Source: an optimization exercise on an open RTL-to-GDS flow (aim: small area, a short achievable clock period and few clock cycles per item). Production flows keep margins and buffers that such runs may drop. RTL that was checked went through simulation tests only; none was proved equivalent to the original. Power and IR drop assume default switching activity.

== JK ==
==> flow/design.v (excerpt) <==
module space_to_depth_address_gen_core #(
  parameter int unsigned DATA_BITS = 32,
  parameter int unsigned DIM_BITS  = 12,
  parameter int unsigned ADDR_BITS = 24
) (
  input  logic                   clk_i,
  input  logic                   rst_ni,
  input  logic                   psel,
  input  logic                   penable,
  input  logic                   pwrite,
  input  logic [4:0]             paddr,
  input  logic [31:0]            pwdata,
  output logic [31:0]            prdata,
  output logic                   pready,
  input  logic                   in_valid_i,
  output logic                   in_ready_o,
  input  logic [DATA_BITS-1:0]   element_value_i,
  output logic                   out_valid_o,
  input  logic                   out_ready_i,
  output logic [DATA_BITS-1:0]   out_value_o,
  output logic [ADDR_BITS-1:0]   out_address_o,
  output logic                   in_range_o,
  output logic                   last_element_o
);
Size in the first run: roughly 1400 cells after synthesis, about 300 flip-flops, ~170 I/O pins, about 15000 µm² of cells after synthesis.
clock: 10.0 ns
lec_check: 0
cap_margin: 20
core_margin: 2
core_utilization: 55
cts_cluster_diameter: 80
cts_cluster_size: 25
slew_margin: 20
standard.sh (not shown) runs the stock make flow with config.mk's settings and CLKGATE_MAP_FILE= SYNTH_SCRIPT=/design/flow/synth_recipe.tcl, a recipe that flattens the netlist after the stock synthesis.
==> flow/flow/run.sh <==
#!/bin/bash
# Own layout flow: the standard synthesis (standard.sh synth, unchanged),
# then the standard ORFS layout steps with these changes:
#  - port buffers placed by flow/ports.tcl: a small buffer on each input and
#    a faster one on each output (instead of the resizer's single pick)
#  - timing repair aimed at a larger setup margin
# Each step's output goes to its own log in this folder; ORFS's per-stage
# logs are under orfs/logs/.
set -euo pipefail
MARGIN=${MARGIN:-6.8}
[[ -f flow/params.sh ]] && source flow/params.sh
bash standard.sh synth > synth.log 2>&1
PORTS="$PWD/flow/ports.tcl"
sed 's#"\${@:-finish}"#SETUP_SLACK_MARGIN='"$MARGIN"' DONT_BUFFER_PORTS=1 PRE_RESIZE_TCL='"$PORTS"' "${@:-finish}"#' standard.sh > layout.sh
grep -q "SETUP_SLACK_MARGIN=$MARGIN" layout.sh
bash layout.sh > layout.log 2>&1
==> flow/flow/params.sh <==
MARGIN=6.8
==> flow/flow/ports.tcl <==
# Port buffers, placed before the resizer step (after global placement, whose
# timing-driven mode removes buffers), in place of ORFS's buffer_ports
puts "Perform port buffering (flow/ports.tcl)..."
buffer_ports -inputs -buffer_cell sky130_fd_sc_hd__buf_1
buffer_ports -outputs -buffer_cell sky130_fd_sc_hd__buf_4
Testbench counts of JK, summed over its fixed seeds: cycles 53,646, items 52,758.
For TR, these inputs were changed with respect to JK:
Settings: CORE_UTILIZATION changed from 55 to 70.
diff --git a/flow/flow/run.sh b/flow/flow/run.sh
--- a/flow/flow/run.sh
+++ b/flow/flow/run.sh
@@ -4,2 +4,3 @@
-#  - port buffers placed by flow/ports.tcl: a small buffer on each input and
-#    a faster one on each output (instead of the resizer's single pick)
+#  - port buffers placed by flow/ports.tcl, just before the resizer step: a
+#    buf_1 on each input and a buf_2 on each output (instead of the resizer's
+#    single pick, placed before global placement)
==> flow/flow/params.sh <==
MARGIN=6.6
diff --git a/flow/flow/ports.tcl b/flow/flow/ports.tcl
--- a/flow/flow/ports.tcl
+++ b/flow/flow/ports.tcl
@@ -5 +5 @@
-buffer_ports -outputs -buffer_cell sky130_fd_sc_hd__buf_4
+buffer_ports -outputs -buffer_cell sky130_fd_sc_hd__buf_2
### Flow results
TR closes out successfully: all stages finished, all timing, DRC and antenna checks passed.
Re number of routed nets with antenna violations: no difference whatsoever between JK and TR.
Non-clock buffer count of TR falls short of that of JK by more than 10%.
| power | higher: JK |
From JK to TR, final antenna diode count did not move at all.
Taking JK as the reference, in TR largest driver fanout on the critical path now smaller, cell area fell 3.5%.

---

## purple
Starting RTL as in the previous note.
Design space_to_depth_address_gen_core, start of the top module:
module space_to_depth_address_gen_core #(
  parameter int unsigned DATA_BITS = 32,
  parameter int unsigned DIM_BITS  = 12,
  parameter int unsigned ADDR_BITS = 24
) (
  input  logic                   clk_i,
  input  logic                   rst_ni,
  input  logic                   psel,
  input  logic                   penable,
  input  logic                   pwrite,
  input  logic [4:0]             paddr,
  input  logic [31:0]            pwdata,
  output logic [31:0]            prdata,
  output logic                   pready,
  input  logic                   in_valid_i,
  output logic                   in_ready_o,
  input  logic [DATA_BITS-1:0]   element_value_i,
  output logic                   out_valid_o,
  input  logic                   out_ready_i,
  output logic [DATA_BITS-1:0]   out_value_o,
  output logic [ADDR_BITS-1:0]   out_address_o,
  output logic                   in_range_o,
  output logic                   last_element_o
);
export LEC_CHECK = 0
export CAP_MARGIN = 20
export CORE_MARGIN = 2
export CORE_UTILIZATION = 55
export CTS_CLUSTER_DIAMETER = 80
export CTS_CLUSTER_SIZE = 25
export SLEW_MARGIN = 20
create_clock -name core_clock -period 10.0 [get_ports {clk_i}]
==> flow/flow/run.sh <==
#!/bin/bash
# Own layout flow: the standard synthesis (standard.sh synth, unchanged),
# then the standard ORFS layout steps with two extra knobs:
#  - port buffers of a small plain buffer cell instead of the resizer's pick
#  - timing repair aimed at a larger setup margin
# Each step's output goes to its own log in this folder; ORFS's per-stage
# logs are under orfs/logs/.
set -euo pipefail
MARGIN=${MARGIN:-7}
PORTBUF=${PORTBUF:-sky130_fd_sc_hd__buf_2}
[[ -f flow/params.sh ]] && source flow/params.sh
bash standard.sh synth > synth.log 2>&1
sed 's/"\${@:-finish}"/SETUP_SLACK_MARGIN='"$MARGIN"' BUFFER_PORTS_ARGS="-buffer_cell '"$PORTBUF"'" "${@:-finish}"/' standard.sh > layout.sh
grep -q "SETUP_SLACK_MARGIN=$MARGIN" layout.sh
bash layout.sh > layout.log 2>&1
==> flow/flow/params.sh <==
MARGIN=6.8
Testbench counts of purple, summed over its fixed seeds: cycles 53,646, items 52,758.
Modified inputs, red compared to purple
- CORE_UTILIZATION now 65, was 55
==> flow/flow/run.sh <==
#!/bin/bash
# Own layout flow: the standard synthesis (standard.sh synth, unchanged),
# then the standard ORFS layout steps with these changes:
#  - port buffers placed by flow/ports.tcl, just before the resizer step: a
#    buf_1 on each input and a buf_2 on each output (instead of the resizer's
#    single pick, placed before global placement)
#  - timing repair aimed at a larger setup margin
# Each step's output goes to its own log in this folder; ORFS's per-stage
# logs are under orfs/logs/.
set -euo pipefail
MARGIN=${MARGIN:-6.8}
[[ -f flow/params.sh ]] && source flow/params.sh
bash standard.sh synth > synth.log 2>&1
PORTS="$PWD/flow/ports.tcl"
sed 's#"\${@:-finish}"#SETUP_SLACK_MARGIN='"$MARGIN"' DONT_BUFFER_PORTS=1 PRE_RESIZE_TCL='"$PORTS"' "${@:-finish}"#' standard.sh > layout.sh
grep -q "SETUP_SLACK_MARGIN=$MARGIN" layout.sh
bash layout.sh > layout.log 2>&1
==> flow/flow/params.sh <==
MARGIN=6.7
==> flow/flow/ports.tcl (new file) <==
# Port buffers, placed before the resizer step (after global placement, whose
# timing-driven mode removes buffers), in place of ORFS's buffer_ports
puts "Perform port buffering (flow/ports.tcl)..."
buffer_ports -inputs -buffer_cell sky130_fd_sc_hd__buf_1
buffer_ports -outputs -buffer_cell sky130_fd_sc_hd__buf_2
In the metrics for purple and red, the one carrying the lower number of instances resized during post-cts repair is red.
Summary — clock skew, red relative to purple: lower, by 0.0048 ns.
Against purple, red reports a time the worst path needs with I/O delays and setup that is lower.
Delta (red minus purple): power consumed by combinational cells fell about 5%, number of filler instances in the final layout fell 690, number of vias per cell rose about 5%.
Between purple and red, the flow reports count of non-filler cells in the finished layout decreasing by a few percent.
Count of TritonRoute iterations in the first routing pass (lower): purple

---

space_to_depth_address_gen_core, a different RTL version from the one above (not shown whole).
For scale: roughly 300 flip-flops, roughly 170 I/O pins.
==> flow/design.v (excerpt) <==
module space_to_depth_address_gen_core #(
  parameter int unsigned DATA_BITS = 32,
  parameter int unsigned DIM_BITS  = 12,
  parameter int unsigned ADDR_BITS = 24
) (
  input  logic                   clk_i,
  input  logic                   rst_ni,
  input  logic                   psel,
  input  logic                   penable,
  input  logic                   pwrite,
  input  logic [4:0]             paddr,
  input  logic [31:0]            pwdata,
  output logic [31:0]            prdata,
  output logic                   pready,
  input  logic                   in_valid_i,
  output logic                   in_ready_o,
  input  logic [DATA_BITS-1:0]   element_value_i,
  output logic                   out_valid_o,
  input  logic                   out_ready_i,
  output logic [DATA_BITS-1:0]   out_value_o,
  output logic [ADDR_BITS-1:0]   out_address_o,
  output logic                   in_range_o,
  output logic                   last_element_o
);
export LEC_CHECK = 0
export ABC_CLOCK_PERIOD_IN_PS = 3000
export CAP_MARGIN = 20
export CORE_MARGIN = 2
export CORE_UTILIZATION = 40
export SLEW_MARGIN = 20
create_clock -name core_clock -period 10.0 [get_ports {clk_i}]
==> flow/flow/run.sh <==
#!/bin/bash
# Own layout flow: the standard synthesis (standard.sh synth, unchanged),
# then the standard ORFS layout steps with two extra knobs:
#  - port buffers of a small plain buffer cell instead of the resizer's pick
#  - timing repair aimed at a larger setup margin
# Each step's output goes to its own log in this folder; ORFS's per-stage
# logs are under orfs/logs/.
set -euo pipefail
MARGIN=${MARGIN:-7}
PORTBUF=${PORTBUF:-sky130_fd_sc_hd__buf_2}
[[ -f flow/params.sh ]] && source flow/params.sh
bash standard.sh synth > synth.log 2>&1
sed 's/"\${@:-finish}"/SETUP_SLACK_MARGIN='"$MARGIN"' BUFFER_PORTS_ARGS="-buffer_cell '"$PORTBUF"'" "${@:-finish}"/' standard.sh > layout.sh
grep -q "SETUP_SLACK_MARGIN=$MARGIN" layout.sh
bash layout.sh > layout.log 2>&1
==> flow/flow/params.sh <==
MARGIN=5
The first run completed without violations.
Edit:
==> flow/flow/params.sh (replaced) <==
MARGIN=7
=> Worst setup slack gets better by 1200 ps. Total power came out higher by about 13%. Non-clock buffer count came out higher by 114. Routed wire length came out higher by about 12%. Clock skew barely changes. Maximum frequency came out higher by about 37%. Register-to-register slack gets better by 1200 ps. Cell area came out higher by about 13%. Synthesized cell count is unchanged. Final cell count came out higher by about 5.5%. Clock-buffer cell count came out higher by 6.
No functional check of the RTL was part of any run of this note.

## what the ideal ports hide
The flow's constraints put no driver on any port. The routed layouts listed below were extracted and timed again, unchanged, in two steps. Step 1 assumes that a clkbuf_16 drives the clock port and a buf_2 every other input. Step 2 also shifts input and output timing later by t, the mid clock arrival at the registers, as if the neighbouring blocks saw the same clock. Three values: no drivers, after step 1, after step 2; two values: the first two.
run	t, ns	setup WS [ns]	worst register clock-pin slew, ns
JK	0.551	6.660 / 6.660 / 6.352	0.11 / 0.11
TR	0.538	6.595 / 6.595 / 6.169	0.10 / 0.10
purple	0.559	6.644 / 6.644 / 6.376	0.11 / 0.11
red	0.556	6.675 / 6.675 / 6.250	0.10 / 0.10
the first run of note 3	0.590	5.415 / 5.415 / 5.415	0.06 / 0.06
the second run of note 3	0.597	6.661 / 6.661 / 6.430	0.06 / 0.06
After both steps setup and hold are still met in every run listed. For TR, which loses most, drivers alone change the setup slack by 0.000 ns; drivers and shift together by -0.426 ns.
